From an optimization exercise on the open Yosys and OpenROAD flow, aimed at small area, a short achievable clock period and few clock cycles per item; shortcuts taken in it are not production practice.
The RTL was checked by simulation tests, not by an equivalence proof against the original design.

## try-sierra
## dit_fft_8
module dit_fft_8 (
    input  logic         clk,
    input  logic         RST_N,
    input  logic         write,
    input  logic         start,
    input  logic [dit_fft_8_pkg::W-1:0] in0_r, in1_r, in2_r, in3_r, in4_r, in5_r, in6_r, in7_r,
    input  logic [dit_fft_8_pkg::W-1:0] in0_i, in1_i, in2_i, in3_i, in4_i, in5_i, in6_i, in7_i,
    output logic [dit_fft_8_pkg::W-1:0] out0_r, out1_r, out2_r, out3_r, out4_r, out5_r, out6_r, out7_r,
    output logic [dit_fft_8_pkg::W-1:0] out0_i, out1_i, out2_i, out3_i, out4_i, out5_i, out6_i, out7_i,
    output logic         ready
);
export LEC_CHECK = 0
export ABC_AREA = 1
export CAP_MARGIN = 20
export CORE_MARGIN = 2
export CORE_UTILIZATION = 40
export SLEW_MARGIN = 20
create_clock -name core_clock -period 11.0 [get_ports {clk}]
standard.sh (not shown) runs the stock make flow with config.mk's settings and CLKGATE_MAP_FILE= SYNTH_SCRIPT=/design/flow/synth_recipe.tcl, a recipe that flattens the netlist after the stock synthesis.
==> flow/flow/run.sh <==
#!/bin/bash
# The standard layout, except that the port buffers are buf_2 cells rather than the cell
# buffer_ports picks by default (a clkdlybuf4s50_1 delay cell), and timing repair aims at a
# setup slack of 5.5 ns. The make run's full output goes to flow_make.log here; ORFS keeps each
# step's own log under orfs/logs/.
set -euo pipefail
export BUFFER_PORTS_ARGS="-buffer_cell sky130_fd_sc_hd__buf_2"
export SETUP_SLACK_MARGIN=5.5
bash standard.sh > flow_make.log 2>&1
The final layout from try-sierra, which completed every stage, passed the timing, design-rule and antenna checks at the end of the flow.
Testbench counts of try-sierra, summed over its fixed seeds: cycles 1,920, items 960.
### try-sierra -> try-yarrow
- SETUP_SLACK_MARGIN: unset -> 5
- TNS_END_PERCENT: unset -> 30
- ABC_AREA: 1 -> unset
==> flow/flow/run.sh <==
#!/bin/bash
# The standard layout, except that the port buffers are buf_2 cells rather than the cell
# buffer_ports picks by default (a clkdlybuf4s50_1 delay cell). The make run's full output goes
# to flow_make.log here; ORFS keeps each step's own log under orfs/logs/.
set -euo pipefail
export BUFFER_PORTS_ARGS="-buffer_cell sky130_fd_sc_hd__buf_2"
bash standard.sh > flow_make.log 2>&1
In summary, try-yarrow completed successfully, with a layout that passed the timing, design-rule and antenna checks. try-yarrow vs try-sierra — proportion of layout cells with a drive suffix above 1 rose 6.3 points. The lower worst hold-check slack came out of try-sierra. try-yarrow has proportion of cell area occupied by multi-input gates above what try-sierra had.
[inputs] try-lagoon vs try-yarrow
- removing TNS_END_PERCENT (formerly 30)
- setting ABC_AREA to 1 for the first time
==> flow/run.sh (new file) <==
#!/bin/bash
# synth_recipe.tcl (not shown) runs the flow's synth.tcl, then flattens the netlist and writes it again
# the make line also repeats each setting of config.mk as NAME=value (left out here)
make -C /OpenROAD-flow-scripts/flow DESIGN_CONFIG=/design/flow/config.mk WORK_HOME=/design/flow/orfs CLKGATE_MAP_FILE= SYNTH_SCRIPT=/design/flow/synth_recipe.tcl finish
removed: flow/flow/run.sh
removed: flow/standard.sh
## What came out
- try-lagoon completed every stage of the flow, and the final layout passed the timing, design-rule and antenna checks.
- The post-route worst hold slack of try-lagoon and that of try-yarrow are within noise of each other.
- Cmp try-lagoon vs try-yarrow: share of final layout cell area taken by clock buffers and inverters lower in try-lagoon
- From try-yarrow to try-lagoon the numbers moved as follows: setup slack has increased, die width climbed 6.1%, final area went up, number of tap cells inserted has increased.
- In the metrics for try-lagoon and try-yarrow, the one carrying the lower flip-flop and latch area is try-lagoon.
- On weighted congestion reported at the end of routability-driven placement, the lower figure sits with try-yarrow, not try-lagoon.
- After detailed routing, try-yarrow needs less wire than try-lagoon.

========
== before ==
dit_fft_8, a different RTL version from the one above (not shown whole).
Size in the first run: about 8800 cells after synthesis, roughly 78000 µm² of cells after synthesis.
## dit_fft_8
module dit_fft_8 (
    input  logic         clk,
    input  logic         RST_N,
    input  logic         write,
    input  logic         start,
    input  logic [dit_fft_8_pkg::W-1:0] in0_r, in1_r, in2_r, in3_r, in4_r, in5_r, in6_r, in7_r,
    input  logic [dit_fft_8_pkg::W-1:0] in0_i, in1_i, in2_i, in3_i, in4_i, in5_i, in6_i, in7_i,
    output logic [dit_fft_8_pkg::W-1:0] out0_r, out1_r, out2_r, out3_r, out4_r, out5_r, out6_r, out7_r,
    output logic [dit_fft_8_pkg::W-1:0] out0_i, out1_i, out2_i, out3_i, out4_i, out5_i, out6_i, out7_i,
    output logic         ready
);
clock: 11.0 ns
lec_check: 0
cap_margin: 20
core_margin: 2
core_utilization: 40
setup_slack_margin: 5
slew_margin: 20
run.sh (not shown) runs the stock make flow with config.mk's settings and CLKGATE_MAP_FILE= SYNTH_SCRIPT=/design/flow/synth_recipe.tcl, a recipe that flattens the netlist after the stock synthesis.
Stock flow here: none of the scripts above is used.
before has completed all stages; timing, DRC and antenna checks passed.
Testbench counts of before, summed over its fixed seeds: cycles 1,920, items 960.
Relative to before, the following input files were edited for after:
Settings: clearing SETUP_SLACK_MARGIN, which used to be 5.
==> flow/flow/run.sh (new file) <==
#!/bin/bash
# The standard layout, except that the port buffers are buf_2 cells rather than the cell
# buffer_ports picks by default (a clkdlybuf4s50_1 delay cell), and timing repair aims at a
# setup slack of 6.5 ns. The make run's full output goes to flow_make.log here; ORFS keeps each
# step's own log under orfs/logs/.
set -euo pipefail
export BUFFER_PORTS_ARGS="-buffer_cell sky130_fd_sc_hd__buf_2"
export SETUP_SLACK_MARGIN=6.5
bash standard.sh > flow_make.log 2>&1
==> flow/standard.sh (new file) <==
#!/bin/bash
# synth_recipe.tcl (not shown) runs the flow's synth.tcl, then flattens the netlist and writes it again
# the make line also repeats each setting of config.mk as NAME=value (left out here)
make -C /OpenROAD-flow-scripts/flow DESIGN_CONFIG=/design/flow/config.mk WORK_HOME=/design/flow/orfs CLKGATE_MAP_FILE= SYNTH_SCRIPT=/design/flow/synth_recipe.tcl "${@:-finish}"
removed: flow/run.sh
Notes after the runs:
Diff before -> after: sequential share of cell area went down by 1.8 points, post-layout minimum cycle time rose 0.041 ns.
Compared with before, after shows wire length that has gone up by a few percent.
Share of the core filled with cells in the final layout: after and before compared, higher one is after
Multi-input combinational cell area (before / after): 0.863

-- port drivers added, routing unchanged --
The results above use ideal ports. As a check the final layouts listed here were re-extracted and re-timed, cells and wires unchanged.
Step 1: set_driving_cell puts a clkbuf_16 on clk and a buf_2 on each other input, an assumption about the parent block.
Step 2, shift: input delay + t, output delay - t, t = (earliest + latest rising clock arrival at the registers) / 2. This alone moves slack from input paths to output paths.
Slacks: ideal / step 1 / step 2; pairs: ideal / step 1.
| run | t (ns) | setup slack, ns | worst data-port slew with drivers (ns) |
|---|---|---|---|
| try-sierra | 0.810 | 5.597 / 5.656 / 4.846 | 0.17 |
| try-yarrow | 0.809 | 4.818 / 4.810 / 4.152 | 0.16 |
| try-lagoon | 0.811 | 5.049 / 5.129 / 4.318 | 0.20 |
| before | 0.798 | 4.748 / 4.655 / 4.295 | 0.19 |
| after | 0.787 | 4.707 / 4.672 / 4.546 | 0.21 |
After both steps setup and hold are still met in every run listed. For try-sierra, which loses most, drivers alone change the setup slack by +0.059 ns; drivers and shift together by -0.751 ns.
